Background: an optimization exercise with open tools, aiming at small area, a short achievable clock period and few clock cycles. Do not read the settings as production practice.
Only simulation tests tie the RTL to the original design; equivalence was not proved.
Power and IR drop assume default switching activity.

north:
## indel_edit_distance_traceback
module indel_edit_distance_traceback #(
  parameter int MAX_LEN = edt_pkg::MAX_LEN_DEF
) (
  input  logic         clk,
  input  logic         rst,
  input  logic         cfg_we,
  input  logic         cfg_index,
  input  logic [4:0]   cfg_data,
  input  logic         load_valid,
  output logic         load_ready,
  input  logic [3:0]   load_position,
  input  logic [7:0]   load_base_symbol,
  input  logic [7:0]   load_target_symbol,
  input  logic         load_last_load,
  output logic         result_valid,
  input  logic         result_ready,
  output logic [1:0]   result_op_kind,
  output logic [7:0]   result_op_symbol,
  output logic signed [4:0] result_base_index,
  output logic [5:0]   result_distance,
  output logic         result_last_op
);
==> flow/config.mk <==
export PLATFORM = sky130hd
export DESIGN_NAME = indel_edit_distance_traceback
export DESIGN_NICKNAME = indel_edit_distance_traceback
export VERILOG_FILES = /design/flow/design.v
export SDC_FILE = /design/flow/constraint.sdc
export NUM_CORES = 4
export LEC_CHECK = 0
export CAP_MARGIN = 20
export CORE_MARGIN = 2
export CORE_UTILIZATION = 60
export CTS_CLUSTER_DIAMETER = 80
export CTS_CLUSTER_SIZE = 30
export PLACE_DENSITY = 0.7
export SETUP_SLACK_MARGIN = 4.2
export SLEW_MARGIN = 20
==> flow/constraint.sdc <==
create_clock -name core_clock -period 7.0 [get_ports {clk}]
set_input_delay 1.4000 -clock core_clock [delete_from_list [all_inputs] [get_ports {clk}]]
set_output_delay 1.4000 -clock core_clock [all_outputs]
set_load 0.01 [all_outputs]
run.sh (not shown) runs the stock make flow with config.mk's settings and CLKGATE_MAP_FILE= SYNTH_SCRIPT=/design/flow/synth_recipe.tcl, a recipe that flattens the netlist after the stock synthesis.
No stage failed in north, and the final checks on the layout all came back clean.
Testbench counts of north, summed over its fixed seeds: cycles 23,307.
diff inputs: north => south
- clearing CTS_CLUSTER_SIZE, which used to be 30
- swapping 4.2 for 4.4 in SETUP_SLACK_MARGIN
- clearing CTS_CLUSTER_DIAMETER, which used to be 80
Results
Final critical-path setup slack in south vs north: up 0.047 ns
Of south and north, south shows the lower transition time of the tightest slew-check pin, with north above it.
Reported for south and north, total of endpoints with negative setup slack in the final report turned out identical to the last digit.
The share of total power consumed by net switching in south sits 1.7 points below the value recorded for north.
Slowest cell on the critical path = clkdlybuf4s50_1: north; slowest cell on the critical path = edfxtp_1: south
The faster design of the two is south; north tops out lower.
Delta(internal reg-to-reg setup slack, south - north) > 0
[south] internal power rose 0.0025 W relative to north
Across both runs, length in cells of the worst reg-to-reg path was lower for south than for north.
Compared to north, south has area of all placed cells without fillers 6.0% higher.
The inputs of east differ from those of south as listed below.
- changing PLACE_DENSITY from 0.7 to 0.8
- changing CORE_UTILIZATION from 60 to 70
## What came out
Leakage power (east vs. south) decreases slightly. | final non-filler cell area | east vs south | better |. Compared with south, east shows worst setup slack lower by 0.046 ns. The die area of east falls short of that of south by about 14%. Taking south as the reference, in east basic-gate share of the synthesized area counting and, or, nand and nor cells now sits at about the same level; clock network fraction of design power went down 1.5 points. Wire length of the first global-routing pass: east worse than south.

========
== v50 ==
indel_edit_distance_traceback again, from the RTL that the note above started with.
clock: 7.0 ns
lec_check: 0
cap_margin: 20
core_margin: 2
core_utilization: 60
cts_cluster_diameter: 80
cts_cluster_size: 30
place_density: 0.7
setup_slack_margin: 4.3
slew_margin: 20
v50: done, clean on timing, DRC and antenna
Testbench counts of v50, summed over its fixed seeds: cycles 23,307.
Changes in v54 relative to v50:
# v50
export LEC_CHECK = 0
export CAP_MARGIN = 20
export CORE_MARGIN = 2
export CORE_UTILIZATION = 60
export CTS_CLUSTER_DIAMETER = 80
export CTS_CLUSTER_SIZE = 30
export PLACE_DENSITY = 0.7
export SETUP_SLACK_MARGIN = 4.3
export SLEW_MARGIN = 20
create_clock -name core_clock -period 7.0 [get_ports {clk}]
# v54
export LEC_CHECK = 0
export CAP_MARGIN = 20
export CORE_MARGIN = 2
export CORE_UTILIZATION = 60
export CTS_CLUSTER_DIAMETER = 80
export CTS_CLUSTER_SIZE = 30
export PLACE_DENSITY = 0.7
export SETUP_SLACK_MARGIN = 4.5
export SLEW_MARGIN = 20
create_clock -name core_clock -period 7.0 [get_ports {clk}]
From v50 to v54, depth of the worst register-to-register path did not move at all. v54 vs v50, cell with the largest stage delay on the worst path: nor3_4 vs dfxtp_1. In v54 relative to v50, number of clock buffers inserted by TritonCTS had gone down by a few percent. v54 ended with every stage complete and zero timing, DRC or antenna violations. Between v50 and v54, the flow reports first-pass GRT wire length increasing by a few percent. Measured against each other, v54 and v50 differ in clock-buffer cell count, the higher figure coming from v50.
Inputs modified between v54 and v25:
# v54
export LEC_CHECK = 0
export CAP_MARGIN = 20
export CORE_MARGIN = 2
export CORE_UTILIZATION = 60
export CTS_CLUSTER_DIAMETER = 80
export CTS_CLUSTER_SIZE = 30
export PLACE_DENSITY = 0.7
export SETUP_SLACK_MARGIN = 4.5
export SLEW_MARGIN = 20
create_clock -name core_clock -period 7.0 [get_ports {clk}]
# v25
export LEC_CHECK = 0
export CAP_MARGIN = 20
export CORE_MARGIN = 2
export CORE_UTILIZATION = 60
export CTS_BUF_LIST = sky130_fd_sc_hd__clkbuf_4 sky130_fd_sc_hd__clkbuf_8
export PLACE_DENSITY = 0.7
export SETUP_SLACK_MARGIN = 4.4
export SLEW_MARGIN = 20
create_clock -name core_clock -period 7.0 [get_ports {clk}]
==> results.txt <==
- Area used by multi-input combinational logic down 490 µm² in v25 wrt v54
- Summary of v25 over v54: power per cell area rose by 12%, switching power up 0.37 mW, power share of the combinational group moved down, overall global routing resource usage roughly the same.
#### Input delta (v30 over v25)
# v25
export LEC_CHECK = 0
export CAP_MARGIN = 20
export CORE_MARGIN = 2
export CORE_UTILIZATION = 60
export CTS_BUF_LIST = sky130_fd_sc_hd__clkbuf_4 sky130_fd_sc_hd__clkbuf_8
export PLACE_DENSITY = 0.7
export SETUP_SLACK_MARGIN = 4.4
export SLEW_MARGIN = 20
create_clock -name core_clock -period 7.0 [get_ports {clk}]
# v30
export LEC_CHECK = 0
export CAP_MARGIN = 20
export CORE_MARGIN = 2
export CORE_UTILIZATION = 60
export CTS_CLUSTER_DIAMETER = 80
export CTS_CLUSTER_SIZE = 30
export PLACE_DENSITY = 0.7
export SETUP_SLACK_MARGIN = 4.4
export SLEW_MARGIN = 20
create_clock -name core_clock -period 7.0 [get_ports {clk}]
## What came out
When v30 is measured against v25, its initial antenna violation count turns out 1 lower. In the flow results for v30 and v25, the share of power burned in the clock network is smaller on v30. Diff v25 -> v30: highest achievable clock rate went up 7.3%, sequential cell fraction of total power rose 6.6 points, shortest clock period the worst path allows after layout lower, length of routed wiring on met1 decreased by 1.7% relative to the old numbers.
Inputs modified between v30 and v38:
# v30
export LEC_CHECK = 0
export CAP_MARGIN = 20
export CORE_MARGIN = 2
export CORE_UTILIZATION = 60
export CTS_CLUSTER_DIAMETER = 80
export CTS_CLUSTER_SIZE = 30
export PLACE_DENSITY = 0.7
export SETUP_SLACK_MARGIN = 4.4
export SLEW_MARGIN = 20
create_clock -name core_clock -period 7.0 [get_ports {clk}]
# v38
export LEC_CHECK = 0
export ABC_AREA = 1
export CAP_MARGIN = 20
export CORE_MARGIN = 2
export CORE_UTILIZATION = 60
export CTS_CLUSTER_DIAMETER = 80
export CTS_CLUSTER_SIZE = 30
export PLACE_DENSITY = 0.7
export SETUP_SLACK_MARGIN = 4.4
export SLEW_MARGIN = 20
create_clock -name core_clock -period 7.0 [get_ports {clk}]
Notes after the runs:
- v38 reports a lower power density relative to cell area than v30 does.
- v38: number of diodes added for antenna fixing is 2 higher than what v30 reported.
- Relative to v30, met3 layer wire length in the routed design decreased by 16% in v38.
- The worst setup slack in v38 sits 0.017 ns below the value recorded for v30.
- Comparing v38 and v30, the lower XOR/XNOR share of the synthesized area was measured on v38.
- Relative to v30, switching power total has gone down in v38.
- v30 → v38: power fell by 4.9%, fraction of cell area in non-clock buffers -0.67 points.

[separate check: timing with driven ports]
The results above use ideal ports. As a check the final layouts listed here were re-extracted and re-timed, cells and wires unchanged.
Step 1: set_driving_cell puts a clkbuf_16 on clk and a buf_2 on each other input, an assumption about the parent block.
Step 2, shift: input delay + t, output delay - t, t = (earliest + latest rising clock arrival at the registers) / 2. This alone moves slack from input paths to output paths.
Three values: ideal ports, drivers, drivers and shift; two values: the first two.
| run | t, ns | slack for setup (ns) | latest minus earliest clock arrival (ns) |
|---|---|---|---|
| north | 0.714 | 4.214 / 4.200 / 3.548 | 0.035 / 0.035 |
| south | 0.740 | 4.261 / 4.190 / 3.607 | 0.029 / 0.029 |
| east | 0.750 | 4.215 / 4.147 / 3.572 | 0.037 / 0.037 |
| v50 | 0.722 | 4.210 / 4.210 / 3.562 | 0.037 / 0.037 |
| v54 | 0.719 | 4.174 / 4.159 / 3.530 | 0.022 / 0.022 |
| v25 | 0.893 | 4.080 / 4.018 / 3.508 | 0.044 / 0.043 |
| v30 | 0.714 | 4.278 / 4.209 / 3.615 | 0.042 / 0.043 |
| v38 | 0.717 | 4.261 / 4.189 / 3.673 | 0.044 / 0.044 |
After both steps every run listed still meets setup and hold. For north, which loses most, drivers alone change the setup slack by -0.014 ns; drivers and shift together by -0.666 ns.
